Source: an optimization exercise on an open RTL-to-GDS flow (aim: small area, a short achievable clock period and few clock cycles per item). Production flows keep margins and buffers that such runs may drop. The RTL was checked by simulation tests, not by an equivalence proof against the original design.

File: flow/design.v
package ntt_pkg;
    localparam int DATA_W = 14;
    localparam logic [DATA_W-1:0] Q = 14'd12289;
    localparam logic [DATA_W-1:0] R2_MOD_Q = 14'd6829;
endpackage
`timescale 1ns/1ps
module coef_regfile (
    input  logic        clk,
    input  logic [3:0]  wr,         
    input  logic [13:0] wd0,
    input  logic [13:0] wd1,
    input  logic [13:0] wd2,
    input  logic [13:0] wd3,
    output logic [13:0] head0,
    output logic [13:0] head1,
    output logic [13:0] head2,
    output logic [13:0] head3,
    output logic [13:0] nxt0,
    output logic [13:0] nxt1,
    output logic [13:0] nxt3
);
    logic [13:0] l0 [0:3];
    logic [13:0] l1 [0:3];
    logic [13:0] l2 [0:3];
    logic [13:0] l3 [0:3];
    always_ff @(posedge clk) begin
        l0[0] <= wr[0] ? wd0 : l0[1]; l0[1] <= l0[2]; l0[2] <= l0[3]; l0[3] <= l0[0];
        l1[0] <= wr[1] ? wd1 : l1[1]; l1[1] <= l1[2]; l1[2] <= l1[3]; l1[3] <= l1[0];
        l2[0] <= wr[2] ? wd2 : l2[1]; l2[1] <= l2[2]; l2[2] <= l2[3]; l2[3] <= l2[0];
        l3[0] <= wr[3] ? wd3 : l3[1]; l3[1] <= l3[2]; l3[2] <= l3[3]; l3[3] <= l3[0];
    end
    assign head0 = l0[0];
    assign head1 = l1[0];
    assign head2 = l2[0];
    assign head3 = l3[0];
    assign nxt0  = l0[1];
    assign nxt1  = l1[1];
    assign nxt3  = l3[1];
endmodule
`timescale 1ns/1ps
module twiddle_ram (
    input  logic        clk,
    input  logic        wr_en,
    input  logic [2:0]  wr_idx,
    input  logic [13:0] wr_data,
    input  logic [2:0]  rd_sel,     
    output logic [13:0] rd_data
);
    logic [13:0] w1, w2, w3, w4, w6;
    always_ff @(posedge clk) begin
        if (wr_en && wr_idx == 3'd1) w1 <= wr_data;
        if (wr_en && wr_idx == 3'd2) w2 <= wr_data;
        if (wr_en && wr_idx == 3'd3) w3 <= wr_data;
        if (wr_en && wr_idx == 3'd4) w4 <= wr_data;
        if (wr_en && wr_idx == 3'd6) w6 <= wr_data;
    end
    always_comb begin
        case (rd_sel)
            3'd0:    rd_data = w1;
            3'd1:    rd_data = w2;
            3'd2:    rd_data = w3;
            3'd3:    rd_data = w4;
            3'd4:    rd_data = w6;
            default: rd_data = ntt_pkg::R2_MOD_Q;
        endcase
    end
endmodule
`timescale 1ns/1ps
module mod_mult (
    input  logic        clk,
    input  logic [13:0] a,
    input  logic [13:0] b,
    output logic [13:0] p
);
    logic [13:0] a_r;
    logic [27:0] s_r;      
    logic [27:0] c_r;
    logic [13:0] hi_r;     
    logic [13:0] m_r;      
    logic [1:0]  k_r;      
    logic [27:0] s_n;
    logic [27:0] c_n;
    logic [27:0] prod;
    logic [13:0] lo;
    logic [13:0] m;
    logic [2:0]  h;
    logic [1:0]  c;
    logic [1:0]  kc;
    logic [14:0] tx, ty, ux, uy;
    logic [14:0] t;
    logic [14:0] tq;
    mul_csa csa_i (.a(a_r), .b(b), .s(s_n), .c(c_n));
    always_comb begin
        prod = s_r + c_r;
        lo   = prod[13:0];
        m    = {2'(lo[1:0] * 2'd3), 12'd0} - lo;
        h    = {1'b0, lo[13:12]} + {1'b0, lo[1:0]};
        if (lo == 14'd0)                                           c = 2'd0;
        else if ((h > 3'd4) || ((h == 3'd4) && (lo[11:0] != 12'd0))) c = 2'd2;
        else                                                       c = 2'd1;
        kc   = c + 2'(m[1] & m[0]);
        tx   = {1'b0, hi_r} ^ {3'b0, m_r[13:2]} ^ {2'b0, m_r[13:1]};
        ty   = {(({1'b0, hi_r} & {3'b0, m_r[13:2]}) | ({1'b0, hi_r} & {2'b0, m_r[13:1]}) |
                 ({3'b0, m_r[13:2]} & {2'b0, m_r[13:1]})), 1'b0};
        ux   = tx ^ ty ^ 15'd20479;
        uy   = {((tx & ty) | (tx & 15'd20479) | (ty & 15'd20479)), 1'b0};
        t    = tx + ty + 15'(k_r);
        tq   = ux + uy + 15'(k_r);
    end
    always_ff @(posedge clk) begin
        a_r  <= a;
        s_r  <= s_n;
        c_r  <= c_n;
        hi_r <= prod[27:14];
        m_r  <= m;
        k_r  <= kc;
        p    <= tq[14] ? t[13:0] : tq[13:0];
    end
endmodule
module mul_csa (
    input  logic [13:0] a,
    input  logic [13:0] b,
    output logic [27:0] s,
    output logic [27:0] c
);
    logic [13:0] pp [0:13];
    always_comb for (int i = 0; i < 14; i++) pp[i] = a & {14{b[i]}};
    logic s1;
    logic c2;
    logic s3;
    logic c4;
    logic s5;
    logic c6;
    logic s7;
    logic c8;
    logic s9;
    logic c10;
    logic s11;
    logic c12;
    logic s13;
    logic c14;
    logic s15;
    logic c16;
    logic s17;
    logic c18;
    logic s19;
    logic c20;
    logic s21;
    logic c22;
    logic s23;
    logic c24;
    logic s25;
    logic c26;
    logic s27;
    logic c28;
    logic s29;
    logic c30;
    logic s31;
    logic c32;
    logic s33;
    logic c34;
    logic s35;
    logic c36;
    logic s37;
    logic c38;
    logic s39;
    logic c40;
    logic s41;
    logic c42;
    logic s43;
    logic c44;
    logic s45;
    logic c46;
    logic s47;
    logic c48;
    logic s49;
    logic c50;
    logic s51;
    logic c52;
    logic s53;
    logic c54;
    logic s55;
    logic c56;
    logic s57;
    logic c58;
    logic s59;
    logic c60;
    logic s61;
    logic c62;
    logic s63;
    logic c64;
    logic s65;
    logic c66;
    logic s67;
    logic c68;
    logic s69;
    logic c70;
    logic s71;
    logic c72;
    logic s73;
    logic c74;
    logic s75;
    logic c76;
    logic s77;
    logic c78;
    logic s79;
    logic c80;
    logic s81;
    logic c82;
    logic s83;
    logic c84;
    logic s85;
    logic c86;
    logic s87;
    logic c88;
    logic s89;
    logic c90;
    logic s91;
    logic c92;
    logic s93;
    logic c94;
    logic s95;
    logic c96;
    logic s97;
    logic c98;
    logic s99;
    logic c100;
    logic s101;
    logic c102;
    logic s103;
    logic c104;
    logic s105;
    logic c106;
    logic s107;
    logic c108;
    logic s109;
    logic c110;
    logic s111;
    logic c112;
    logic s113;
    logic c114;
    logic s115;
    logic c116;
    logic s117;
    logic c118;
    logic s119;
    logic c120;
    logic s121;
    logic c122;
    logic s123;
    logic c124;
    logic s125;
    logic c126;
    logic s127;
    logic c128;
    logic s129;
    logic c130;
    logic s131;
    logic c132;
    logic s133;
    logic c134;
    logic s135;
    logic c136;
    logic s137;
    logic c138;
    logic s139;
    logic c140;
    logic s141;
    logic c142;
    logic s143;
    logic c144;
    logic s145;
    logic c146;
    logic s147;
    logic c148;
    logic s149;
    logic c150;
    logic s151;
    logic c152;
    logic s153;
    logic c154;
    logic s155;
    logic c156;
    logic s157;
    logic c158;
    logic s159;
    logic c160;
    logic s161;
    logic c162;
    logic s163;
    logic c164;
    logic s165;
    logic c166;
    logic s167;
    logic c168;
    logic s169;
    logic c170;
    logic s171;
    logic c172;
    logic s173;
    logic c174;
    logic s175;
    logic c176;
    logic s177;
    logic c178;
    logic s179;
    logic c180;
    logic s181;
    logic c182;
    logic s183;
    logic c184;
    logic s185;
    logic c186;
    logic s187;
    logic c188;
    logic s189;
    logic c190;
    logic s191;
    logic c192;
    logic s193;
    logic c194;
    logic s195;
    logic c196;
    logic s197;
    logic c198;
    logic s199;
    logic c200;
    logic s201;
    logic c202;
    logic s203;
    logic c204;
    logic s205;
    logic c206;
    logic s207;
    logic c208;
    logic s209;
    logic c210;
    logic s211;
    logic c212;
    logic s213;
    logic c214;
    logic s215;
    logic c216;
    logic s217;
    logic c218;
    logic s219;
    logic c220;
    logic s221;
    logic c222;
    logic s223;
    logic c224;
    logic s225;
    logic c226;
    logic s227;
    logic c228;
    logic s229;
    logic c230;
    logic s231;
    logic c232;
    logic s233;
    logic c234;
    logic s235;
    logic c236;
    logic s237;
    logic c238;
    logic s239;
    logic c240;
    logic s241;
    logic c242;
    logic s243;
    logic c244;
    logic s245;
    logic c246;
    logic s247;
    logic c248;
    logic s249;
    logic c250;
    logic s251;
    logic c252;
    logic s253;
    logic c254;
    logic s255;
    logic c256;
    logic s257;
    logic c258;
    logic s259;
    logic c260;
    logic s261;
    logic c262;
    logic s263;
    logic c264;
    logic s265;
    logic c266;
    logic s267;
    logic c268;
    logic s269;
    logic c270;
    logic s271;
    logic c272;
    logic s273;
    logic c274;
    logic s275;
    logic c276;
    logic s277;
    logic c278;
    logic s279;
    logic c280;
    logic s281;
    logic c282;
    logic s283;
    logic c284;
    logic s285;
    logic c286;
    logic s287;
    logic c288;
    logic s289;
    logic c290;
    logic s291;
    logic c292;
    logic s293;
    logic c294;
    logic s295;
    logic c296;
    logic s297;
    logic c298;
    logic s299;
    logic c300;
    logic s301;
    logic c302;
    logic s303;
    logic c304;
    logic s305;
    logic c306;
    logic s307;
    logic c308;
    logic s309;
    logic c310;
    logic s311;
    logic c312;
    assign s1 = pp[0][13] ^ pp[1][12];
    assign c2 = pp[0][13] & pp[1][12];
    assign s3 = pp[1][13] ^ pp[2][12];
    assign c4 = pp[1][13] & pp[2][12];
    assign s5 = pp[0][9] ^ pp[1][8];
    assign c6 = pp[0][9] & pp[1][8];
    assign s7 = pp[0][10] ^ pp[1][9] ^ pp[2][8];
    assign c8 = (pp[0][10] & pp[1][9]) | (pp[0][10] & pp[2][8]) | (pp[1][9] & pp[2][8]);
    assign s9 = pp[3][7] ^ pp[4][6];
    assign c10 = pp[3][7] & pp[4][6];
    assign s11 = pp[0][11] ^ pp[1][10] ^ pp[2][9];
    assign c12 = (pp[0][11] & pp[1][10]) | (pp[0][11] & pp[2][9]) | (pp[1][10] & pp[2][9]);
    assign s13 = pp[3][8] ^ pp[4][7] ^ pp[5][6];
    assign c14 = (pp[3][8] & pp[4][7]) | (pp[3][8] & pp[5][6]) | (pp[4][7] & pp[5][6]);
    assign s15 = pp[6][5] ^ pp[7][4];
    assign c16 = pp[6][5] & pp[7][4];
    assign s17 = pp[0][12] ^ pp[1][11] ^ pp[2][10];
    assign c18 = (pp[0][12] & pp[1][11]) | (pp[0][12] & pp[2][10]) | (pp[1][11] & pp[2][10]);
    assign s19 = pp[3][9] ^ pp[4][8] ^ pp[5][7];
    assign c20 = (pp[3][9] & pp[4][8]) | (pp[3][9] & pp[5][7]) | (pp[4][8] & pp[5][7]);
    assign s21 = pp[6][6] ^ pp[7][5] ^ pp[8][4];
    assign c22 = (pp[6][6] & pp[7][5]) | (pp[6][6] & pp[8][4]) | (pp[7][5] & pp[8][4]);
    assign s23 = pp[9][3] ^ pp[10][2];
    assign c24 = pp[9][3] & pp[10][2];
    assign s25 = s1 ^ pp[2][11] ^ pp[3][10];
    assign c26 = (s1 & pp[2][11]) | (s1 & pp[3][10]) | (pp[2][11] & pp[3][10]);
    assign s27 = pp[4][9] ^ pp[5][8] ^ pp[6][7];
    assign c28 = (pp[4][9] & pp[5][8]) | (pp[4][9] & pp[6][7]) | (pp[5][8] & pp[6][7]);
    assign s29 = pp[7][6] ^ pp[8][5] ^ pp[9][4];
    assign c30 = (pp[7][6] & pp[8][5]) | (pp[7][6] & pp[9][4]) | (pp[8][5] & pp[9][4]);
    assign s31 = pp[10][3] ^ pp[11][2] ^ pp[12][1];
    assign c32 = (pp[10][3] & pp[11][2]) | (pp[10][3] & pp[12][1]) | (pp[11][2] & pp[12][1]);
    assign s33 = c2 ^ s3 ^ pp[3][11];
    assign c34 = (c2 & s3) | (c2 & pp[3][11]) | (s3 & pp[3][11]);
    assign s35 = pp[4][10] ^ pp[5][9] ^ pp[6][8];
    assign c36 = (pp[4][10] & pp[5][9]) | (pp[4][10] & pp[6][8]) | (pp[5][9] & pp[6][8]);
    assign s37 = pp[7][7] ^ pp[8][6] ^ pp[9][5];
    assign c38 = (pp[7][7] & pp[8][6]) | (pp[7][7] & pp[9][5]) | (pp[8][6] & pp[9][5]);
    assign s39 = pp[10][4] ^ pp[11][3] ^ pp[12][2];
    assign c40 = (pp[10][4] & pp[11][3]) | (pp[10][4] & pp[12][2]) | (pp[11][3] & pp[12][2]);
    assign s41 = c4 ^ pp[2][13] ^ pp[3][12];
    assign c42 = (c4 & pp[2][13]) | (c4 & pp[3][12]) | (pp[2][13] & pp[3][12]);
    assign s43 = pp[4][11] ^ pp[5][10] ^ pp[6][9];
    assign c44 = (pp[4][11] & pp[5][10]) | (pp[4][11] & pp[6][9]) | (pp[5][10] & pp[6][9]);
    assign s45 = pp[7][8] ^ pp[8][7] ^ pp[9][6];
    assign c46 = (pp[7][8] & pp[8][7]) | (pp[7][8] & pp[9][6]) | (pp[8][7] & pp[9][6]);
    assign s47 = pp[10][5] ^ pp[11][4] ^ pp[12][3];
    assign c48 = (pp[10][5] & pp[11][4]) | (pp[10][5] & pp[12][3]) | (pp[11][4] & pp[12][3]);
    assign s49 = pp[3][13] ^ pp[4][12] ^ pp[5][11];
    assign c50 = (pp[3][13] & pp[4][12]) | (pp[3][13] & pp[5][11]) | (pp[4][12] & pp[5][11]);
    assign s51 = pp[6][10] ^ pp[7][9] ^ pp[8][8];
    assign c52 = (pp[6][10] & pp[7][9]) | (pp[6][10] & pp[8][8]) | (pp[7][9] & pp[8][8]);
    assign s53 = pp[9][7] ^ pp[10][6] ^ pp[11][5];
    assign c54 = (pp[9][7] & pp[10][6]) | (pp[9][7] & pp[11][5]) | (pp[10][6] & pp[11][5]);
    assign s55 = pp[4][13] ^ pp[5][12] ^ pp[6][11];
    assign c56 = (pp[4][13] & pp[5][12]) | (pp[4][13] & pp[6][11]) | (pp[5][12] & pp[6][11]);
    assign s57 = pp[7][10] ^ pp[8][9] ^ pp[9][8];
    assign c58 = (pp[7][10] & pp[8][9]) | (pp[7][10] & pp[9][8]) | (pp[8][9] & pp[9][8]);
    assign s59 = pp[5][13] ^ pp[6][12] ^ pp[7][11];
    assign c60 = (pp[5][13] & pp[6][12]) | (pp[5][13] & pp[7][11]) | (pp[6][12] & pp[7][11]);
    assign s61 = pp[0][6] ^ pp[1][5];
    assign c62 = pp[0][6] & pp[1][5];
    assign s63 = pp[0][7] ^ pp[1][6] ^ pp[2][5];
    assign c64 = (pp[0][7] & pp[1][6]) | (pp[0][7] & pp[2][5]) | (pp[1][6] & pp[2][5]);
    assign s65 = pp[3][4] ^ pp[4][3];
    assign c66 = pp[3][4] & pp[4][3];
    assign s67 = pp[0][8] ^ pp[1][7] ^ pp[2][6];
    assign c68 = (pp[0][8] & pp[1][7]) | (pp[0][8] & pp[2][6]) | (pp[1][7] & pp[2][6]);
    assign s69 = pp[3][5] ^ pp[4][4] ^ pp[5][3];
    assign c70 = (pp[3][5] & pp[4][4]) | (pp[3][5] & pp[5][3]) | (pp[4][4] & pp[5][3]);
    assign s71 = pp[6][2] ^ pp[7][1];
    assign c72 = pp[6][2] & pp[7][1];
    assign s73 = s5 ^ pp[2][7] ^ pp[3][6];
    assign c74 = (s5 & pp[2][7]) | (s5 & pp[3][6]) | (pp[2][7] & pp[3][6]);
    assign s75 = pp[4][5] ^ pp[5][4] ^ pp[6][3];
    assign c76 = (pp[4][5] & pp[5][4]) | (pp[4][5] & pp[6][3]) | (pp[5][4] & pp[6][3]);
    assign s77 = pp[7][2] ^ pp[8][1] ^ pp[9][0];
    assign c78 = (pp[7][2] & pp[8][1]) | (pp[7][2] & pp[9][0]) | (pp[8][1] & pp[9][0]);
    assign s79 = c6 ^ s7 ^ s9;
    assign c80 = (c6 & s7) | (c6 & s9) | (s7 & s9);
    assign s81 = pp[5][5] ^ pp[6][4] ^ pp[7][3];
    assign c82 = (pp[5][5] & pp[6][4]) | (pp[5][5] & pp[7][3]) | (pp[6][4] & pp[7][3]);
    assign s83 = pp[8][2] ^ pp[9][1] ^ pp[10][0];
    assign c84 = (pp[8][2] & pp[9][1]) | (pp[8][2] & pp[10][0]) | (pp[9][1] & pp[10][0]);
    assign s85 = c8 ^ c10 ^ s11;
    assign c86 = (c8 & c10) | (c8 & s11) | (c10 & s11);
    assign s87 = s13 ^ s15 ^ pp[8][3];
    assign c88 = (s13 & s15) | (s13 & pp[8][3]) | (s15 & pp[8][3]);
    assign s89 = pp[9][2] ^ pp[10][1] ^ pp[11][0];
    assign c90 = (pp[9][2] & pp[10][1]) | (pp[9][2] & pp[11][0]) | (pp[10][1] & pp[11][0]);
    assign s91 = c12 ^ c14 ^ c16;
    assign c92 = (c12 & c14) | (c12 & c16) | (c14 & c16);
    assign s93 = s17 ^ s19 ^ s21;
    assign c94 = (s17 & s19) | (s17 & s21) | (s19 & s21);
    assign s95 = s23 ^ pp[11][1] ^ pp[12][0];
    assign c96 = (s23 & pp[11][1]) | (s23 & pp[12][0]) | (pp[11][1] & pp[12][0]);
    assign s97 = c18 ^ c20 ^ c22;
    assign c98 = (c18 & c20) | (c18 & c22) | (c20 & c22);
    assign s99 = c24 ^ s25 ^ s27;
    assign c100 = (c24 & s25) | (c24 & s27) | (s25 & s27);
    assign s101 = s29 ^ s31 ^ pp[13][0];
    assign c102 = (s29 & s31) | (s29 & pp[13][0]) | (s31 & pp[13][0]);
    assign s103 = c26 ^ c28 ^ c30;
    assign c104 = (c26 & c28) | (c26 & c30) | (c28 & c30);
    assign s105 = c32 ^ s33 ^ s35;
    assign c106 = (c32 & s33) | (c32 & s35) | (s33 & s35);
    assign s107 = s37 ^ s39 ^ pp[13][1];
    assign c108 = (s37 & s39) | (s37 & pp[13][1]) | (s39 & pp[13][1]);
    assign s109 = c34 ^ c36 ^ c38;
    assign c110 = (c34 & c36) | (c34 & c38) | (c36 & c38);
    assign s111 = c40 ^ s41 ^ s43;
    assign c112 = (c40 & s41) | (c40 & s43) | (s41 & s43);
    assign s113 = s45 ^ s47 ^ pp[13][2];
    assign c114 = (s45 & s47) | (s45 & pp[13][2]) | (s47 & pp[13][2]);
    assign s115 = c42 ^ c44 ^ c46;
    assign c116 = (c42 & c44) | (c42 & c46) | (c44 & c46);
    assign s117 = c48 ^ s49 ^ s51;
    assign c118 = (c48 & s49) | (c48 & s51) | (s49 & s51);
    assign s119 = s53 ^ pp[12][4] ^ pp[13][3];
    assign c120 = (s53 & pp[12][4]) | (s53 & pp[13][3]) | (pp[12][4] & pp[13][3]);
    assign s121 = c50 ^ c52 ^ c54;
    assign c122 = (c50 & c52) | (c50 & c54) | (c52 & c54);
    assign s123 = s55 ^ s57 ^ pp[10][7];
    assign c124 = (s55 & s57) | (s55 & pp[10][7]) | (s57 & pp[10][7]);
    assign s125 = pp[11][6] ^ pp[12][5] ^ pp[13][4];
    assign c126 = (pp[11][6] & pp[12][5]) | (pp[11][6] & pp[13][4]) | (pp[12][5] & pp[13][4]);
    assign s127 = c56 ^ c58 ^ s59;
    assign c128 = (c56 & c58) | (c56 & s59) | (c58 & s59);
    assign s129 = pp[8][10] ^ pp[9][9] ^ pp[10][8];
    assign c130 = (pp[8][10] & pp[9][9]) | (pp[8][10] & pp[10][8]) | (pp[9][9] & pp[10][8]);
    assign s131 = pp[11][7] ^ pp[12][6] ^ pp[13][5];
    assign c132 = (pp[11][7] & pp[12][6]) | (pp[11][7] & pp[13][5]) | (pp[12][6] & pp[13][5]);
    assign s133 = c60 ^ pp[6][13] ^ pp[7][12];
    assign c134 = (c60 & pp[6][13]) | (c60 & pp[7][12]) | (pp[6][13] & pp[7][12]);
    assign s135 = pp[8][11] ^ pp[9][10] ^ pp[10][9];
    assign c136 = (pp[8][11] & pp[9][10]) | (pp[8][11] & pp[10][9]) | (pp[9][10] & pp[10][9]);
    assign s137 = pp[11][8] ^ pp[12][7] ^ pp[13][6];
    assign c138 = (pp[11][8] & pp[12][7]) | (pp[11][8] & pp[13][6]) | (pp[12][7] & pp[13][6]);
    assign s139 = pp[7][13] ^ pp[8][12] ^ pp[9][11];
    assign c140 = (pp[7][13] & pp[8][12]) | (pp[7][13] & pp[9][11]) | (pp[8][12] & pp[9][11]);
    assign s141 = pp[10][10] ^ pp[11][9] ^ pp[12][8];
    assign c142 = (pp[10][10] & pp[11][9]) | (pp[10][10] & pp[12][8]) | (pp[11][9] & pp[12][8]);
    assign s143 = pp[8][13] ^ pp[9][12] ^ pp[10][11];
    assign c144 = (pp[8][13] & pp[9][12]) | (pp[8][13] & pp[10][11]) | (pp[9][12] & pp[10][11]);
    assign s145 = pp[0][4] ^ pp[1][3];
    assign c146 = pp[0][4] & pp[1][3];
    assign s147 = pp[0][5] ^ pp[1][4] ^ pp[2][3];
    assign c148 = (pp[0][5] & pp[1][4]) | (pp[0][5] & pp[2][3]) | (pp[1][4] & pp[2][3]);
    assign s149 = pp[3][2] ^ pp[4][1];
    assign c150 = pp[3][2] & pp[4][1];
    assign s151 = s61 ^ pp[2][4] ^ pp[3][3];
    assign c152 = (s61 & pp[2][4]) | (s61 & pp[3][3]) | (pp[2][4] & pp[3][3]);
    assign s153 = pp[4][2] ^ pp[5][1] ^ pp[6][0];
    assign c154 = (pp[4][2] & pp[5][1]) | (pp[4][2] & pp[6][0]) | (pp[5][1] & pp[6][0]);
    assign s155 = c62 ^ s63 ^ s65;
    assign c156 = (c62 & s63) | (c62 & s65) | (s63 & s65);
    assign s157 = pp[5][2] ^ pp[6][1] ^ pp[7][0];
    assign c158 = (pp[5][2] & pp[6][1]) | (pp[5][2] & pp[7][0]) | (pp[6][1] & pp[7][0]);
    assign s159 = c64 ^ c66 ^ s67;
    assign c160 = (c64 & c66) | (c64 & s67) | (c66 & s67);
    assign s161 = s69 ^ s71 ^ pp[8][0];
    assign c162 = (s69 & s71) | (s69 & pp[8][0]) | (s71 & pp[8][0]);
    assign s163 = c68 ^ c70 ^ c72;
    assign c164 = (c68 & c70) | (c68 & c72) | (c70 & c72);
    assign s165 = s73 ^ s75 ^ s77;
    assign c166 = (s73 & s75) | (s73 & s77) | (s75 & s77);
    assign s167 = c74 ^ c76 ^ c78;
    assign c168 = (c74 & c76) | (c74 & c78) | (c76 & c78);
    assign s169 = s79 ^ s81 ^ s83;
    assign c170 = (s79 & s81) | (s79 & s83) | (s81 & s83);
    assign s171 = c80 ^ c82 ^ c84;
    assign c172 = (c80 & c82) | (c80 & c84) | (c82 & c84);
    assign s173 = s85 ^ s87 ^ s89;
    assign c174 = (s85 & s87) | (s85 & s89) | (s87 & s89);
    assign s175 = c86 ^ c88 ^ c90;
    assign c176 = (c86 & c88) | (c86 & c90) | (c88 & c90);
    assign s177 = s91 ^ s93 ^ s95;
    assign c178 = (s91 & s93) | (s91 & s95) | (s93 & s95);
    assign s179 = c92 ^ c94 ^ c96;
    assign c180 = (c92 & c94) | (c92 & c96) | (c94 & c96);
    assign s181 = s97 ^ s99 ^ s101;
    assign c182 = (s97 & s99) | (s97 & s101) | (s99 & s101);
    assign s183 = c98 ^ c100 ^ c102;
    assign c184 = (c98 & c100) | (c98 & c102) | (c100 & c102);
    assign s185 = s103 ^ s105 ^ s107;
    assign c186 = (s103 & s105) | (s103 & s107) | (s105 & s107);
    assign s187 = c104 ^ c106 ^ c108;
    assign c188 = (c104 & c106) | (c104 & c108) | (c106 & c108);
    assign s189 = s109 ^ s111 ^ s113;
    assign c190 = (s109 & s111) | (s109 & s113) | (s111 & s113);
    assign s191 = c110 ^ c112 ^ c114;
    assign c192 = (c110 & c112) | (c110 & c114) | (c112 & c114);
    assign s193 = s115 ^ s117 ^ s119;
    assign c194 = (s115 & s117) | (s115 & s119) | (s117 & s119);
    assign s195 = c116 ^ c118 ^ c120;
    assign c196 = (c116 & c118) | (c116 & c120) | (c118 & c120);
    assign s197 = s121 ^ s123 ^ s125;
    assign c198 = (s121 & s123) | (s121 & s125) | (s123 & s125);
    assign s199 = c122 ^ c124 ^ c126;
    assign c200 = (c122 & c124) | (c122 & c126) | (c124 & c126);
    assign s201 = s127 ^ s129 ^ s131;
    assign c202 = (s127 & s129) | (s127 & s131) | (s129 & s131);
    assign s203 = c128 ^ c130 ^ c132;
    assign c204 = (c128 & c130) | (c128 & c132) | (c130 & c132);
    assign s205 = s133 ^ s135 ^ s137;
    assign c206 = (s133 & s135) | (s133 & s137) | (s135 & s137);
    assign s207 = c134 ^ c136 ^ c138;
    assign c208 = (c134 & c136) | (c134 & c138) | (c136 & c138);
    assign s209 = s139 ^ s141 ^ pp[13][7];
    assign c210 = (s139 & s141) | (s139 & pp[13][7]) | (s141 & pp[13][7]);
    assign s211 = c140 ^ c142 ^ s143;
    assign c212 = (c140 & c142) | (c140 & s143) | (c142 & s143);
    assign s213 = pp[11][10] ^ pp[12][9] ^ pp[13][8];
    assign c214 = (pp[11][10] & pp[12][9]) | (pp[11][10] & pp[13][8]) | (pp[12][9] & pp[13][8]);
    assign s215 = c144 ^ pp[9][13] ^ pp[10][12];
    assign c216 = (c144 & pp[9][13]) | (c144 & pp[10][12]) | (pp[9][13] & pp[10][12]);
    assign s217 = pp[11][11] ^ pp[12][10] ^ pp[13][9];
    assign c218 = (pp[11][11] & pp[12][10]) | (pp[11][11] & pp[13][9]) | (pp[12][10] & pp[13][9]);
    assign s219 = pp[10][13] ^ pp[11][12] ^ pp[12][11];
    assign c220 = (pp[10][13] & pp[11][12]) | (pp[10][13] & pp[12][11]) | (pp[11][12] & pp[12][11]);
    assign s221 = pp[0][3] ^ pp[1][2];
    assign c222 = pp[0][3] & pp[1][2];
    assign s223 = s145 ^ pp[2][2] ^ pp[3][1];
    assign c224 = (s145 & pp[2][2]) | (s145 & pp[3][1]) | (pp[2][2] & pp[3][1]);
    assign s225 = c146 ^ s147 ^ s149;
    assign c226 = (c146 & s147) | (c146 & s149) | (s147 & s149);
    assign s227 = c148 ^ c150 ^ s151;
    assign c228 = (c148 & c150) | (c148 & s151) | (c150 & s151);
    assign s229 = c152 ^ c154 ^ s155;
    assign c230 = (c152 & c154) | (c152 & s155) | (c154 & s155);
    assign s231 = c156 ^ c158 ^ s159;
    assign c232 = (c156 & c158) | (c156 & s159) | (c158 & s159);
    assign s233 = c160 ^ c162 ^ s163;
    assign c234 = (c160 & c162) | (c160 & s163) | (c162 & s163);
    assign s235 = c164 ^ c166 ^ s167;
    assign c236 = (c164 & c166) | (c164 & s167) | (c166 & s167);
    assign s237 = c168 ^ c170 ^ s171;
    assign c238 = (c168 & c170) | (c168 & s171) | (c170 & s171);
    assign s239 = c172 ^ c174 ^ s175;
    assign c240 = (c172 & c174) | (c172 & s175) | (c174 & s175);
    assign s241 = c176 ^ c178 ^ s179;
    assign c242 = (c176 & c178) | (c176 & s179) | (c178 & s179);
    assign s243 = c180 ^ c182 ^ s183;
    assign c244 = (c180 & c182) | (c180 & s183) | (c182 & s183);
    assign s245 = c184 ^ c186 ^ s187;
    assign c246 = (c184 & c186) | (c184 & s187) | (c186 & s187);
    assign s247 = c188 ^ c190 ^ s191;
    assign c248 = (c188 & c190) | (c188 & s191) | (c190 & s191);
    assign s249 = c192 ^ c194 ^ s195;
    assign c250 = (c192 & c194) | (c192 & s195) | (c194 & s195);
    assign s251 = c196 ^ c198 ^ s199;
    assign c252 = (c196 & c198) | (c196 & s199) | (c198 & s199);
    assign s253 = c200 ^ c202 ^ s203;
    assign c254 = (c200 & c202) | (c200 & s203) | (c202 & s203);
    assign s255 = c204 ^ c206 ^ s207;
    assign c256 = (c204 & c206) | (c204 & s207) | (c206 & s207);
    assign s257 = c208 ^ c210 ^ s211;
    assign c258 = (c208 & c210) | (c208 & s211) | (c210 & s211);
    assign s259 = c212 ^ c214 ^ s215;
    assign c260 = (c212 & c214) | (c212 & s215) | (c214 & s215);
    assign s261 = c216 ^ c218 ^ s219;
    assign c262 = (c216 & c218) | (c216 & s219) | (c218 & s219);
    assign s263 = c220 ^ pp[11][13] ^ pp[12][12];
    assign c264 = (c220 & pp[11][13]) | (c220 & pp[12][12]) | (pp[11][13] & pp[12][12]);
    assign s265 = pp[0][2] ^ pp[1][1];
    assign c266 = pp[0][2] & pp[1][1];
    assign s267 = s221 ^ pp[2][1] ^ pp[3][0];
    assign c268 = (s221 & pp[2][1]) | (s221 & pp[3][0]) | (pp[2][1] & pp[3][0]);
    assign s269 = c222 ^ s223 ^ pp[4][0];
    assign c270 = (c222 & s223) | (c222 & pp[4][0]) | (s223 & pp[4][0]);
    assign s271 = c224 ^ s225 ^ pp[5][0];
    assign c272 = (c224 & s225) | (c224 & pp[5][0]) | (s225 & pp[5][0]);
    assign s273 = c226 ^ s227 ^ s153;
    assign c274 = (c226 & s227) | (c226 & s153) | (s227 & s153);
    assign s275 = c228 ^ s229 ^ s157;
    assign c276 = (c228 & s229) | (c228 & s157) | (s229 & s157);
    assign s277 = c230 ^ s231 ^ s161;
    assign c278 = (c230 & s231) | (c230 & s161) | (s231 & s161);
    assign s279 = c232 ^ s233 ^ s165;
    assign c280 = (c232 & s233) | (c232 & s165) | (s233 & s165);
    assign s281 = c234 ^ s235 ^ s169;
    assign c282 = (c234 & s235) | (c234 & s169) | (s235 & s169);
    assign s283 = c236 ^ s237 ^ s173;
    assign c284 = (c236 & s237) | (c236 & s173) | (s237 & s173);
    assign s285 = c238 ^ s239 ^ s177;
    assign c286 = (c238 & s239) | (c238 & s177) | (s239 & s177);
    assign s287 = c240 ^ s241 ^ s181;
    assign c288 = (c240 & s241) | (c240 & s181) | (s241 & s181);
    assign s289 = c242 ^ s243 ^ s185;
    assign c290 = (c242 & s243) | (c242 & s185) | (s243 & s185);
    assign s291 = c244 ^ s245 ^ s189;
    assign c292 = (c244 & s245) | (c244 & s189) | (s245 & s189);
    assign s293 = c246 ^ s247 ^ s193;
    assign c294 = (c246 & s247) | (c246 & s193) | (s247 & s193);
    assign s295 = c248 ^ s249 ^ s197;
    assign c296 = (c248 & s249) | (c248 & s197) | (s249 & s197);
    assign s297 = c250 ^ s251 ^ s201;
    assign c298 = (c250 & s251) | (c250 & s201) | (s251 & s201);
    assign s299 = c252 ^ s253 ^ s205;
    assign c300 = (c252 & s253) | (c252 & s205) | (s253 & s205);
    assign s301 = c254 ^ s255 ^ s209;
    assign c302 = (c254 & s255) | (c254 & s209) | (s255 & s209);
    assign s303 = c256 ^ s257 ^ s213;
    assign c304 = (c256 & s257) | (c256 & s213) | (s257 & s213);
    assign s305 = c258 ^ s259 ^ s217;
    assign c306 = (c258 & s259) | (c258 & s217) | (s259 & s217);
    assign s307 = c260 ^ s261 ^ pp[13][10];
    assign c308 = (c260 & s261) | (c260 & pp[13][10]) | (s261 & pp[13][10]);
    assign s309 = c262 ^ s263 ^ pp[13][11];
    assign c310 = (c262 & s263) | (c262 & pp[13][11]) | (s263 & pp[13][11]);
    assign s311 = c264 ^ pp[12][13] ^ pp[13][12];
    assign c312 = (c264 & pp[12][13]) | (c264 & pp[13][12]) | (pp[12][13] & pp[13][12]);
    assign s[0] = pp[0][0];
    assign c[0] = 1'b0;
    assign s[1] = pp[0][1];
    assign c[1] = pp[1][0];
    assign s[2] = s265;
    assign c[2] = pp[2][0];
    assign s[3] = c266;
    assign c[3] = s267;
    assign s[4] = c268;
    assign c[4] = s269;
    assign s[5] = c270;
    assign c[5] = s271;
    assign s[6] = c272;
    assign c[6] = s273;
    assign s[7] = c274;
    assign c[7] = s275;
    assign s[8] = c276;
    assign c[8] = s277;
    assign s[9] = c278;
    assign c[9] = s279;
    assign s[10] = c280;
    assign c[10] = s281;
    assign s[11] = c282;
    assign c[11] = s283;
    assign s[12] = c284;
    assign c[12] = s285;
    assign s[13] = c286;
    assign c[13] = s287;
    assign s[14] = c288;
    assign c[14] = s289;
    assign s[15] = c290;
    assign c[15] = s291;
    assign s[16] = c292;
    assign c[16] = s293;
    assign s[17] = c294;
    assign c[17] = s295;
    assign s[18] = c296;
    assign c[18] = s297;
    assign s[19] = c298;
    assign c[19] = s299;
    assign s[20] = c300;
    assign c[20] = s301;
    assign s[21] = c302;
    assign c[21] = s303;
    assign s[22] = c304;
    assign c[22] = s305;
    assign s[23] = c306;
    assign c[23] = s307;
    assign s[24] = c308;
    assign c[24] = s309;
    assign s[25] = c310;
    assign c[25] = s311;
    assign s[26] = c312;
    assign c[26] = pp[13][13];
    assign s[27] = 1'b0;
    assign c[27] = 1'b0;
endmodule
`timescale 1ns/1ps
module mod_addsub (
    input  logic [13:0] a,
    input  logic [13:0] b,
    input  logic        sub,
    output logic [13:0] y
);
    logic [14:0] bb;
    logic [14:0] s;
    logic [14:0] t;
    logic [14:0] k;
    logic [14:0] cx;
    logic [14:0] cy;
    always_comb begin
        bb = {1'b0, b} ^ {15{sub}};
        k  = sub ? 15'd12290 : 15'd20479;
        cx = {1'b0, a} ^ bb ^ k;
        cy = ({1'b0, a} & bb) | ({1'b0, a} & k) | (bb & k);
        s  = {1'b0, a} + bb + 15'(sub);
        t  = cx + {cy[13:0], 1'b0};
        if (sub) y = s[14] ? t[13:0] : s[13:0];
        else     y = t[14] ? s[13:0] : t[13:0];
    end
endmodule
module mod_add (
    input  logic [13:0] a,
    input  logic [13:0] b,
    output logic [13:0] y
);
    logic [14:0] s;
    logic [14:0] t;
    logic [14:0] cx;
    logic [14:0] cy;
    always_comb begin
        cx = {1'b0, a} ^ {1'b0, b} ^ 15'd20479;
        cy = ({1'b0, a} & {1'b0, b}) | ({1'b0, a} & 15'd20479) | ({1'b0, b} & 15'd20479);
        s = {1'b0, a} + {1'b0, b};
        t = cx + {cy[13:0], 1'b0};
        y = t[14] ? s[13:0] : t[13:0];
    end
endmodule
module mod_sub (
    input  logic [13:0] a,
    input  logic [13:0] b,
    output logic [13:0] y
);
    logic [14:0] s;
    logic [14:0] t;
    logic [14:0] cx;
    logic [14:0] cy;
    always_comb begin
        cx = {1'b0, a} ^ {1'b1, ~b} ^ 15'd12290;
        cy = ({1'b0, a} & {1'b1, ~b}) | ({1'b0, a} & 15'd12290) | ({1'b1, ~b} & 15'd12290);
        s = {1'b0, a} + {1'b1, ~b} + 15'd1;
        t = cx + {cy[13:0], 1'b0};
        y = s[14] ? t[13:0] : s[13:0];
    end
endmodule
`timescale 1ns/1ps
`timescale 1ns/1ps
module ntt_core (
    input  logic        clk,
    input  logic        reset,
    input  logic        load_w,
    input  logic        load_data,
    input  logic        start,
    input  logic [13:0] din,
    output logic        done,
    output logic [13:0] dout
);
    typedef enum logic [2:0] {
        S_IDLE,
        S_LTW,
        S_LDATA,
        S_WAIT,
        S_RUN
    } state_t;
    state_t      state;
    logic [3:0]  seq;
    logic [3:0]  twk;      
    logic [1:0]  hcol;     
    logic [4:0]  k;        
    logic [4:0]  kn;       
    logic        spec;     
    logic        ready;
    logic        go;
    logic        go_spec;
    logic        cmd_start;
    logic        commit;
    logic        abort;
    logic [13:0] din_r;
    logic        ldv_r;    
    logic [3:0]  ldi_r;
    assign cmd_start = start && !load_w && !load_data;
    assign ready     = (hcol == 2'd1) && (twk >= 4'd13);
    assign go_spec   = (state == S_LDATA) && (seq == 4'd14) && ready;
    assign commit    = spec && (state == S_IDLE) && cmd_start;
    assign abort     = spec && (state == S_IDLE) && !cmd_start;
    assign go        = ready && !spec && (((state == S_IDLE) && cmd_start) || (state == S_WAIT));
    assign kn        = (go || go_spec) ? 5'd1 :
                       (abort ? 5'd0 : (((k != 5'd0) && (k != 5'd25)) ? k + 5'd1 : 5'd0));
    always_ff @(posedge clk or posedge reset) begin
        if (reset) begin
            state <= S_IDLE;
            seq   <= '0;
            twk   <= 4'd15;
            hcol  <= '0;
            k     <= '0;
            spec  <= 1'b0;
            ldv_r <= 1'b0;
            ldi_r <= '0;
        end else begin
            hcol  <= hcol + 2'd1;
            ldv_r <= (state == S_LDATA);
            ldi_r <= seq;
            k     <= kn;
            if (twk != 4'd15) twk <= twk + 4'd1;
            if (go_spec) spec <= 1'b1;
            if (state == S_IDLE) spec <= 1'b0;
            case (state)
                S_IDLE: begin
                    seq <= '0;
                    if (commit) begin
                        state <= S_RUN;
                    end else if (load_w) begin
                        state <= S_LTW;
                        twk   <= '0;
                    end else if (load_data) begin
                        state <= S_LDATA;
                        hcol  <= 2'd3;
                    end else if (start) begin
                        state <= go ? S_RUN : S_WAIT;
                    end
                end
                S_LTW: begin
                    seq <= seq + 4'd1;
                    if (seq == 4'd7) state <= S_IDLE;
                end
                S_LDATA: begin
                    seq <= seq + 4'd1;
                    if (seq == 4'd15) state <= S_IDLE;
                end
                S_WAIT: begin
                    if (go) state <= S_RUN;
                end
                S_RUN: begin
                    if (k == 5'd25) state <= S_IDLE;
                end
                default: state <= S_IDLE;
            endcase
        end
    end
    logic       s2_sub;
    logic       s2_swap;   
    logic       s2_bu2;    
    logic       d_wr;
    logic       z_mult;
    logic       ru_p0;     
    logic       ru_sub;
    logic       f_r3n;     
    logic       en_r1;
    logic       en_r0;
    logic       en_r2;
    logic       f_hi;      
    logic       f_sub;
    logic       out_en;
    always_ff @(posedge clk) begin
        s2_sub  <= ((kn >= 5'd5) && (kn <= 5'd8)) || (kn >= 5'd13);
        s2_swap <= (kn == 5'd15);
        s2_bu2  <= (kn <= 5'd8);
        d_wr    <= (kn >= 5'd4) && (kn <= 5'd7);
        ru_p0   <= (kn[1:0] == 2'd0);
        ru_sub  <= ~kn[0];
        f_r3n   <= (kn[1:0] != 2'd1);
        en_r1   <= (kn[1:0] == 2'd3);
        en_r0   <= (kn[1:0] == 2'd1);
        en_r2   <= (kn[1:0] == 2'd2);
        f_hi    <= kn[1] ^ 1'b1;       
        f_sub   <= kn[0];
        out_en  <= (kn >= 5'd10) && (kn <= 5'd25);
        case (kn)
            5'd9, 5'd10, 5'd11, 5'd13, 5'd14, 5'd15, 5'd17, 5'd18, 5'd19: z_mult <= 1'b1;
            default: z_mult <= 1'b0;
        endcase
    end
    logic [4:0] kq;
    logic [1:0] ma_sel;
    logic [2:0] tw_sel;
    logic [2:0] tw_sel_r;
    logic       conv;      
    assign kq   = ((k != 5'd0) && (k != 5'd25)) ? k + 5'd1 : 5'd0;
    assign conv = (twk <= 4'd7);
    always_comb begin
        if (kq <= 5'd4)           ma_sel = 2'd1;   
        else if (kq[1:0] == 2'd1) ma_sel = 2'd2;   
        else                      ma_sel = 2'd3;   
        case (kq)
            5'd6:    tw_sel = 3'd1;   
            5'd8:    tw_sel = 3'd4;   
            5'd10:   tw_sel = 3'd0;   
            5'd11:   tw_sel = 3'd1;   
            5'd12:   tw_sel = 3'd2;   
            5'd14:   tw_sel = 3'd2;   
            5'd15:   tw_sel = 3'd4;   
            5'd16:   tw_sel = 3'd0;   
            default: tw_sel = 3'd3;   
        endcase
        if (conv) tw_sel = 3'd7;
    end
    always_ff @(posedge clk) begin
        tw_sel_r <= tw_sel;
    end
    always_ff @(posedge clk) begin
        din_r <= din;
    end
    logic [13:0] h0, h1, h2, h3, n0, n1, n3;
    logic [13:0] lx;       
    logic [13:0] la, lc;
    logic [3:0]  l_wr;
    logic        l_hi;     
    assign l_hi = ldi_r[3];
    assign lx   = ldi_r[2] ? n1 : n0;
    mod_add ld_add_i (.a(lx), .b(din_r), .y(la));
    mod_sub ld_sub_i (.a(lx), .b(din_r), .y(lc));
    logic [13:0] e_nxt;
    assign e_nxt = (ldv_r && (ldi_r[3:2] == 2'd3)) ? lc : n3;
    always_comb begin
        l_wr = 4'b0000;
        if (ldv_r) begin
            l_wr[{l_hi, ldi_r[2]}] = 1'b1;    
            if (l_hi) l_wr[{1'b0, ldi_r[2]}] = 1'b1;    
        end
    end
    coef_regfile rf_i (
        .clk  (clk),
        .wr   (l_wr),
        .wd0  (l_hi ? la : din_r),
        .wd1  (l_hi ? la : din_r),
        .wd2  (lc),
        .wd3  (lc),
        .head0(h0),
        .head1(h1),
        .head2(h2),
        .head3(h3),
        .nxt0 (n0),
        .nxt1 (n1),
        .nxt3 (n3)
    );
    logic [13:0] dr [0:3];
    logic [13:0] mp;
    always_ff @(posedge clk) begin
        dr[0] <= d_wr ? mp : dr[1];
        dr[1] <= dr[2];
        dr[2] <= dr[3];
        dr[3] <= dr[0];
    end
    logic [13:0] y, y_n;
    logic [13:0] s2_a, s2_b;
    assign s2_a = s2_swap ? dr[0] : (s2_bu2 ? h0 : h2);
    assign s2_b = s2_bu2 ? h1 : (s2_swap ? h2 : dr[0]);
    mod_addsub s2_i (.a(s2_a), .b(s2_b), .sub(s2_sub), .y(y_n));
    always_ff @(posedge clk) begin
        y <= y_n;
    end
    logic [13:0] ma;
    logic [13:0] mb;
    always_comb begin
        if (conv)                 ma = din;
        else if (ma_sel == 2'd1)  ma = e_nxt;
        else if (ma_sel == 2'd2)  ma = ru_y;
        else                      ma = y_n;
    end
    twiddle_ram tw_i (
        .clk    (clk),
        .wr_en  ((twk >= 4'd4) && (twk <= 4'd11)),
        .wr_idx (3'(twk - 4'd4)),
        .wr_data(mp),
        .rd_sel (tw_sel_r),
        .rd_data(mb)
    );
    mod_mult mult_i (
        .clk(clk),
        .a  (ma),
        .b  (mb),
        .p  (mp)
    );
    logic [13:0] yd1, yd2, yd3;
    always_ff @(posedge clk) begin
        yd1 <= y;
        yd2 <= yd1;
        yd3 <= yd2;
    end
    logic [13:0] z;
    logic [13:0] zd1, zd2, zd3, zd4;
    assign z = z_mult ? mp : yd3;
    always_ff @(posedge clk) begin
        zd1 <= z;
        zd2 <= zd1;
        zd3 <= zd2;
        zd4 <= zd3;
    end
    logic [13:0] ru_a, ru_b, ru_y;
    logic [13:0] r0, r1, r2, r3h;
    always_comb begin
        ru_a = ({14{en_r1 | en_r2}} & zd2) | ({14{ru_p0}} & zd3) | ({14{en_r0}} & zd1);
        ru_b = ({14{en_r1}} & z) | ({14{ru_p0}} & zd1) | ({14{en_r0}} & zd3) | ({14{en_r2}} & zd4);
    end
    mod_addsub ru_i (.a(ru_a), .b(ru_b), .sub(ru_sub), .y(ru_y));
    always_ff @(posedge clk) begin
        if (en_r1) r1 <= ru_y;
        if (en_r0) r0 <= ru_y;
        if (en_r2) r2 <= ru_y;
        r3h <= mp;
    end
    logic [13:0] fa, fb, fy;
    assign fa = f_hi ? r2 : r0;
    assign fb = f_hi ? (f_r3n ? mp : r3h) : r1;
    mod_addsub fin_i (.a(fa), .b(fb), .sub(f_sub), .y(fy));
    always_ff @(posedge clk or posedge reset) begin
        if (reset) begin
            done <= 1'b0;
            dout <= '0;
        end else begin
            done <= (k == 5'd9);
            dout <= out_en ? fy : 14'd0;
        end
    end
endmodule
File: flow/run.sh
#!/bin/bash
# synth_recipe.tcl (not shown) runs the flow's synth.tcl, then flattens the netlist and writes it again
# the make line also repeats each setting of config.mk as NAME=value (left out here)
make -C /OpenROAD-flow-scripts/flow DESIGN_CONFIG=/design/flow/config.mk WORK_HOME=/design/flow/orfs CLKGATE_MAP_FILE= SYNTH_SCRIPT=/design/flow/synth_recipe.tcl finish
File: flow/config.mk
export PLATFORM = sky130hd
export DESIGN_NAME = ntt_core
export DESIGN_NICKNAME = ntt_core
export VERILOG_FILES = /design/flow/design.v
export SDC_FILE = /design/flow/constraint.sdc
export NUM_CORES = 4
export LEC_CHECK = 0
export CAP_MARGIN = 20
export CORE_MARGIN = 2
export CORE_UTILIZATION = 40
export CTS_BUF_LIST = sky130_fd_sc_hd__clkbuf_8
export SETUP_SLACK_MARGIN = 2.0
export SLEW_MARGIN = 20
File: flow/constraint.sdc
create_clock -name core_clock -period 7.0 [get_ports {clk}]
set_input_delay 1.4000 -clock core_clock [delete_from_list [all_inputs] [get_ports {clk}]]
set_output_delay 1.4000 -clock core_clock [all_outputs]
set_load 0.01 [all_outputs]
==> results of run 1 <==
-- layout make-up --
cell class                      count  area, µm²  share of cell area (%)
Multi-Input combinational cell   2363      19680                   47.86
Clock buffer                      140       1927                   4.687
Antenna cell                        1      2.502                0.006087
Tap cell                         1176       1471                   3.579
Timing Repair Buffer               78      703.2                   1.710
Clock inverter                     68      779.5                   1.896
Inverter                          342       1284                   3.123
Sequential cell                   696      15270                   37.13
-- synthesized netlist by cell type (15+ instances only) --
library cell  count  share of area (%)
a21oi_1         171                2.3
fa_1            182                 10
inv_1           342                3.5
a22o_1           22               0.53
a222oi_1         25               0.68
a21o_1           38               0.78
dfxtp_1         547                 30
nor2_1          183                1.9
nand3_1          33               0.45
o21bai_1         25               0.51
o21a_1           23               0.47
a22oi_1          19               0.39
mux2_2           73                2.2
nor2b_1          51               0.87
xnor2_1         176                4.2
or3_1            15               0.26
dfrtp_1          33                2.3
o21ai_0         172                2.4
a31oi_1          15               0.26
xor2_1           74                1.8
edfxtp_1        112                9.2
o211ai_1         23               0.47
clkbuf_1        100                1.0
nand2b_1         37               0.63
mux2i_1         108                3.0
ha_1            281                9.6
nand2_1         263                2.7
nor3_1           50               0.68
a21boi_0         19               0.39
and2_1           98                1.7
-- registers in the layout, indices dropped and copies added, names as in the netlist, 26 cells and up --
name and cells:
rf_i.l0 56, rf_i.l1 56, mult_i.c_r 26, dr 56, rf_i.l3 56, rf_i.l2 56, mult_i.s_r 27
-- worst max path at each step --
stage / start / end / slack, ns / depth (start not counted)
final: mult_i.p[1] / mult_i.a_r[13] / 2.20 / 18
after floorplan: f_hi / dout[12] / 2.17 / 21
after global placement: s2_swap / mult_i.a_r[6] / 1.67 / 17
after CTS: ldi_r[2] / mult_i.a_r[13] / 2.02 / 14
after detailed placement: s2_swap / mult_i.a_r[6] / 1.64 / 17
after global routing: tw_sel_r[1] / mult_i.c_r[15] / 1.98 / 15
-- per-stage QoR --
stage | instances | setup slack (ns)
final | 4864 | 2.203
after global routing | 4864 | 1.976
after CTS | 4859 | 2.017
after detailed placement | 4651 | 1.642
after global placement | 4651 | 1.674
after floorplan | 3529 | 2.172
-- cells in the final DEF, fill, tap and decap left out, types with 37 or more instances in the layout --
| cell | synthesis | routed |
|---|---|---|
| a21oi_1 | 171 | 166 |
| inv_1 | 342 | 367 |
| a21o_1 | 38 | 38 |
| nand2_1 | 263 | 263 |
| fa_1 | 182 | 182 |
| clkbuf_8 | 0 | 140 |
| ha_1 | 281 | 281 |
| mux2_2 | 73 | 73 |
| o21ai_0 | 172 | 172 |
| edfxtp_1 | 112 | 112 |
| nand2b_1 | 37 | 37 |
| mux2i_1 | 108 | 106 |
| xnor2_1 | 176 | 173 |
| xor2_1 | 74 | 74 |
| buf_4 | 2 | 41 |
| nor2b_1 | 51 | 51 |
| nor2_1 | 183 | 183 |
| nor3_1 | 50 | 49 |
| and2_1 | 98 | 98 |
| dfxtp_1 | 547 | 536 |
-- kinds of logic after synthesis --
| family | Yosys count | share of synthesized area, % |
|---|---|---|
| and+or+nand+nor | 798 | 10.49 |
| xor gates and xnor gates | 250 | 5.992 |
| muxes | 183 | 5.290 |
| buffers and inverters | 470 | 4.945 |
| DFF | 696 | 41.72 |
| adders and majority gates | 463 | 19.59 |
| AOI/OAI and AO/OA | 669 | 11.97 |
-- metal layers --
layer	vias up	wire length [µm]
met5	-	0
met4	0	2036
met3	115	3401
met2	467	40310
met1	11698	40940
li1	12100	-
-- what timing repair did --
action,in CTS,in global routing
endpoints found under the setup margin,59,62
pin swaps,0,2
setup buffers,0,4
gates resized for setup,19,31
gates cloned,0,0
hold buffers,0,0
==> out/summary.txt, run 1 <==
R2R setup slack: 2.20 ns
Max-Cap Viols: 0
Syn Nets: 4,011
Reg2reg path depth: 18
Minimum clock period after layout: 4.797 ns
Min-delay src: rf_i.l2[2][8]
Worst skew pair latency: 0.74 ns
Yosys reg bits: 696
Ys Warns: 14
Die X: 306.2 µm
FF-to-FF End: mult_i.a_r[13]
GR Util met1: 25.21%
Total Routed Length: 86,690 µm
Longest Clk Path Bufs: 3
H-tree depth: 3
Worst-Margin Slew: 1.111 ns
Hold_ws: 0.2994 ns
Avg Inst Size Synth: 10.35 µm²
Rel. slew slack: 25.95%
Finish-stage setup viols: 0
Final Net Count: 4,073
Busiest grt layer: met2
Inserted Clock Buffers: 110
Mapped cell area: 0.03654 mm²
Setup crit end kind: flip-flop
Async set or reset register ratio after synthesis: 5.316%
Slowest-stage cell, CP: dfxtp_1
Core box area: 0.09029 mm²
Via count: 24,380
Bufs and invs on worst path: 2
Period utilization: 68.53%
Kind of critical path: flip-flop to flip-flop
Largest net degree at the start of global routing: 47
Post-layout util: 45.53%
TNS Setup: 0 ns
Met3 Use GR: 2.233%
Tot GR Track Use: 18.44%
Hpwl dp: 64,830 µm
FP Rows: 110
Worst r2r src: mult_i.p[1]
Drt wl/cell: 17.82 µm
Die area: 0.09378 mm²
CTS root buffer: clkbuf_8
Critical Path RT: 7.63 ns
Worst Hold Class: flip-flop to flip-flop
Worst Hold Depth: 0
Iteration-0 DRC Markers: 1,410
Area grow syn2layout: 12.51%
Starting Density: 40.47%
Post-Syn Instances: 3,529
Clock transition at the registers of the reported paths: 0.07 ns
Status: complete, no violations
I/O Buffers: 33
Critical Path Start Type: flip-flop
RSZ-0062 raised after global routing: yes
CTS sink cnt: 696
Initial antenna violation count: 5
Register area share after synthesis: 41.72%
Die Ht: 306.2 µm
Highest cell delay on the worst timing path: 0.71 ns
CP max FO: 9
DRT Pass-1 Iters: 8
Post-DP Area: 0.03819 mm²
Antenna-violating nets left: 0
Fillers: 8,504
Gr ovfl total: 0
Final instance area: 0.04111 mm²
Critical Path AT: 5.42 ns
M2 GR Usage: 30.53%
Hold Path Sink: rf_i.l2[1][8]
I/O Pins: 34
First-pass GRT wire length: 136,300 µm
Vias in the first global route: 24,452
DRC: 0
Crit-path cells: mux2_2 > a21boi_2 > xnor2_1 > inv_1 > ha_1 > inv_1 > ha_1 > fa_1 > a21o_1 > a21oi_1 > o21bai_1 > a21oi_2 > o21ai_0 > a21o_1 > a21oi_1 > xnor2_1 > a211o_2 > a221o_1
Share of cells above drive strength 1: 10.14%
Synth cell types: 85
Slew Limit Fails: 0
Vias per cell: 5.012
Hold Fails Final Rpt: 0
Number of flops mapped to enable cells by yosys: 112
GP Congestion: 0.8391
Top FF cell, synth: dfxtp_1
Crit path max-delay family: compound AO/OA/AOI/OAI gates
Max Fclk: 208.5 MHz
CTS tree: built
Final Skew: 0.04113 ns
Testbench counts, summed over its fixed seeds: cycles 7,952, transforms 192.
==> run 2: changes to the inputs <==
--- a/flow/config.mk
+++ b/flow/config.mk
@@ -7,7 +7,7 @@
 export LEC_CHECK = 0
 export CAP_MARGIN = 20
 export CORE_MARGIN = 2
-export CORE_UTILIZATION = 40
+export CORE_UTILIZATION = 55
 export CTS_BUF_LIST = sky130_fd_sc_hd__clkbuf_8
-export SETUP_SLACK_MARGIN = 2.0
+export SETUP_SLACK_MARGIN = 3.0
 export SLEW_MARGIN = 20
==> run 2 against run 1 <==
  * Non-clock buffer count up 229
  * Final area up 8.6%
  * Sequential share of layout area down 2.8 points
  * Via count up 9.4%
  * Utilization up 22 points
  * Worst hold slack better by 0.019 ns
==> out/summary.txt, run 2 <==
Async set or reset register ratio after synthesis: 5.316% (unchanged)
Hold Path Sink: rf_i.l0[2][6] (was rf_i.l2[1][8])
Most common cell after layout, fill and taps aside: dfxtp_1 (unchanged)
Post-Syn Instances: 3,529 (unchanged)
Worst r2r src: s2_swap (was mult_i.p[1])
DRT Pass-1 Iters: 6 (was 8)
Worst Hold Depth: 0 (unchanged)
Tot GR Track Use: 29.03% (was 18.44%)
Rel. slew slack: 18.48% (was 25.95%)
Placement Setup Slack: 1.345 ns (was 1.642 ns)
Most frequent cell after synthesis: dfxtp_1 (unchanged)
Status: complete, no violations (unchanged)
Iteration-0 DRC Markers: 1,773 (was 1,410)
I/O Pins: 34 (unchanged)
Max Fclk: 227.1 MHz (was 208.5 MHz)
Synth cell types: 85 (unchanged)
DRC: 0 (unchanged)
# placed instances: 4,335 (was 4,651)
Hpwl dp: 68,060 µm (was 64,830 µm)
Vias in the first global route: 26,236 (was 24,452)
Gr ovfl total: 0 (unchanged)
Final Skew: 0.04025 ns (was 0.04113 ns)
Slowest-stage cell, CP: or4b_4 (was dfxtp_1)
Die X: 261.8 µm (was 306.2 µm)
Kind of critical path: flip-flop to flip-flop (unchanged)
FF-to-FF End: mult_i.a_r[11] (was mult_i.a_r[13])
Critical Path RT: 7.64 ns (was 7.63 ns)
Ys Warns: 14 (unchanged)
Share of the synthesized area in the top cell type: 29.97% (unchanged)
Post-layout util: 67.90% (was 45.53%)
Vias per cell: 5.567 (was 5.012)
Most frequent cells in the layout: dfxtp_1 (524), inv_1 (329), ha_1 (246), nand2_1 (244), buf_4 (176) (was dfxtp_1 (536), inv_1 (367), ha_1 (281), nand2_1 (263), nor2_1 (183))
Cell depth of the worst setup path: 18 (unchanged)
Inserted Clock Buffers: 112 (was 110)
Starting Density: 55.58% (was 40.47%)
Final Net Count: 4,312 (was 4,073)
Area grow syn2layout: 22.17% (was 12.51%)
Reg2reg path depth: 18 (unchanged)
FP Rows: 94 (was 110)
Critical Path Start Type: flip-flop (unchanged)
Mapped cell area: 0.03654 mm² (unchanged)
Dominant cell type by area after synthesis: dfxtp_1 (unchanged)
Die area: 0.06851 mm² (was 0.09378 mm²)
Slew Limit Fails: 0 (unchanged)
Setup ws final: 2.596 ns (was 2.203 ns)
Share of cells above drive strength 1: 24.41% (was 10.14%)
Critical Path AT: 5.04 ns (was 5.42 ns)
First-pass GRT wire length: 151,600 µm (was 136,300 µm)
Finish-stage setup viols: 0 (unchanged)
CTS root buffer: clkbuf_8 (unchanged)
Worst Hold Class: flip-flop to flip-flop (unchanged)
Fillers: 5,068 (was 8,504)
R2R setup slack: 2.60 ns (was 2.20 ns)
Register area share after synthesis: 41.72% (unchanged)
Minimum clock period after layout: 4.404 ns (was 4.797 ns)
Antenna-violating nets left: 0 (unchanged)
TNS Setup: 0 ns (unchanged)
Largest net degree at the start of global routing: 38 (was 47)
Longest Clk Path Bufs: 3 (unchanged)
Number of flops mapped to enable cells by yosys: 112 (unchanged)
Hold Fails Final Rpt: 0 (unchanged)
Top FF cell, synth: dfxtp_1 (unchanged)
Clock transition at the registers of the reported paths: 0.07 ns (about the same)
CP max FO: 4 (was 9)
Worst skew pair latency: 0.75 ns (was 0.74 ns)
Dominant cells by area after synthesis: dfxtp_1 (30%), fa_1 (10%), ha_1 (9.6%) (unchanged)
Syn Nets: 4,011 (unchanged)
Synth top cells by count: dfxtp_1 (547), inv_1 (342), ha_1 (281) (unchanged)
Worst-Margin Slew: 1.218 ns (was 1.111 ns)
Initial antenna violation count: 6 (was 5)
RSZ-0062 raised after global routing: yes (unchanged)
Core box area: 0.06575 mm² (was 0.09029 mm²)
I/O Buffers: 33 (unchanged)
Max-Cap Viols: 0 (unchanged)
Setup crit end kind: flip-flop (unchanged)
Die Ht: 261.8 µm (was 306.2 µm)
Bufs and invs on worst path: 2 (unchanged)
Via count: 26,679 (was 24,380)
Avg Inst Size Synth: 10.35 µm² (unchanged)
Min-delay src: rf_i.l0[3][6] (was rf_i.l2[2][8])
Hold buffers post-CTS: 0 (unchanged)
Yosys reg bits: 696 (unchanged)
GP Congestion: 0.8825 (was 0.8391)
Crit-path cells: buf_12 > mux2i_1 > nor2_1 > a21oi_2 > xnor2_1 > ha_2 > xnor2_2 > ha_1 > a211oi_2 > o21ai_2 > a211oi_2 > nor3_2 > a21oi_2 > buf_4 > or4b_4 > mux2i_4 > and2_1 > a211o_1 (was mux2_2 > a21boi_2 > xnor2_1 > inv_1 > ha_1 > inv_1 > ha_1 > fa_1 > a21o_1 > a21oi_1 > o21bai_1 > a21oi_2 > o21ai_0 > a21o_1 > a21oi_1 > xnor2_1 > a211o_2 > a221o_1)
Period utilization: 62.91% (was 68.53%)
Total Routed Length: 101,700 µm (was 86,690 µm)
Layout Cells excl Fill: 4,792 (was 4,864)
Highest cell delay on the worst timing path: 0.56 ns (was 0.71 ns)
H-tree depth: 3 (unchanged)
Drt wl/cell: 21.23 µm (was 17.82 µm)
Crit path max-delay family: simple AND/OR/NAND/NOR gates (was compound AO/OA/AOI/OAI gates)
CTS sink cnt: 696 (unchanged)
CTS tree: built (unchanged)
-- run 2: cell count changes in the layout (fill, tap and decap cells not counted), sizes merged, moves of 4 or more --
cell	before	now
bufinv	14	6
clkbuf	140	144
inv	372	382
buf	45	271
-- run 2: through the flow --
step	instance area (µm²)	hold slack, ns
global placement	38000	0.3098
floorplan	36980	0.3096
CTS	42790	0.3224
detailed placement	38000	0.3121
finish	44640	0.3187
global route	44640	0.3248
-- run 2: timing repair --
action                     CTS  global route
pin swaps                  138           112
buffers inserted           137            97
gates resized for setup    301           279
setup endpoints to repair  192           153
cloned                       7             4
-- run 2: how the worst max path moves through the flow --
| stage | startpoint | to | slack [ns] |
|---|---|---|---|
| finish | s2_swap | mult_i.a_r[11] | 2.60 |
| floorplan | en_r2 | mult_i.a_r[13] | 2.81 |
| CTS | s2_swap | mult_i.a_r[6] | 2.70 |
| detailed placement | ru_p0 | mult_i.a_r[8] | 1.34 |
| global route | s2_swap | mult_i.a_r[1] | 2.47 |
| global placement | ru_p0 | mult_i.a_r[8] | 1.43 |
-- run 2: cell type report --
class	count	area, µm²	share of cell area [%]
clock inverter	67	514.2	1.152
multi-input combinational	2371	21450	48.04
timing repair buffer	307	3039	6.808
clock buffer	142	1954	4.378
antenna	3	7.507	0.01682
tap	864	1081	2.422
inverter	342	1284	2.876
sequential	696	15310	34.31
-- run 2: worst register-to-register path, delay by kind of cell (launching register included) --
family,cells,cell delay (ns)
compound gates,6,1.10
xor+xnor,2,0.31
fa+ha+maj,2,0.63
buf+inv,2,0.29
flops,1,0.41
mux,2,0.44
simple gates,4,1.12
-- run 2: layer usage --
| metal | wire length (µm) | share of wire (%) | global-route usage (%) | vias up |
|---|---|---|---|---|
| met3 | 5462 | 5.4 | 4.668 | 164 |
| met4 | 3004 | 3.0 | 9.943 | 2 |
| met5 | 12 | 0.012 | 0 | - |
| met2 | 46130 | 45 | 45.58 | 737 |
| li1 | - | - | - | 12576 |
| met1 | 47130 | 46 | 40.93 | 13200 |
-- run 2: logic make-up (layout without fill, tap and decap cells) --
kind of cell,Yosys count,in the layout,synth area share (%)
AO/OA/AOI/OAI,669,669,11.97
XOR/XNOR,250,250,5.992
adder cells (fa/ha/maj),463,463,19.59
buffers and inverters,470,858,4.945
flip-flops,696,696,41.72
multiplexers,183,183,5.290
other,0,3,0
AND/OR/NAND/NOR,798,806,10.49

==> re-timing with driven ports <==
No port has a modelled driver above. Below, the same layouts with a new extraction and two added sets of constraints. Step 1: set_driving_cell puts a clkbuf_16 on clk and a buf_2 on each other input, an assumption about the parent block. Step 2, shift: input delay + t, output delay - t, t = (earliest + latest rising clock arrival at the registers) / 2. This alone moves slack from input paths to output paths. Slacks: ideal ports / drivers / drivers and shift; pairs: ideal ports / drivers.
run | t, ns | setup WS [ns] | worst slew at a driven data input, ns
run 1 | 0.784 | 2.203 / 2.203 / 2.203 | 0.08
run 2 | 0.800 | 2.596 / 2.596 / 2.596 | 0.12
After both steps every run listed still meets setup and hold.
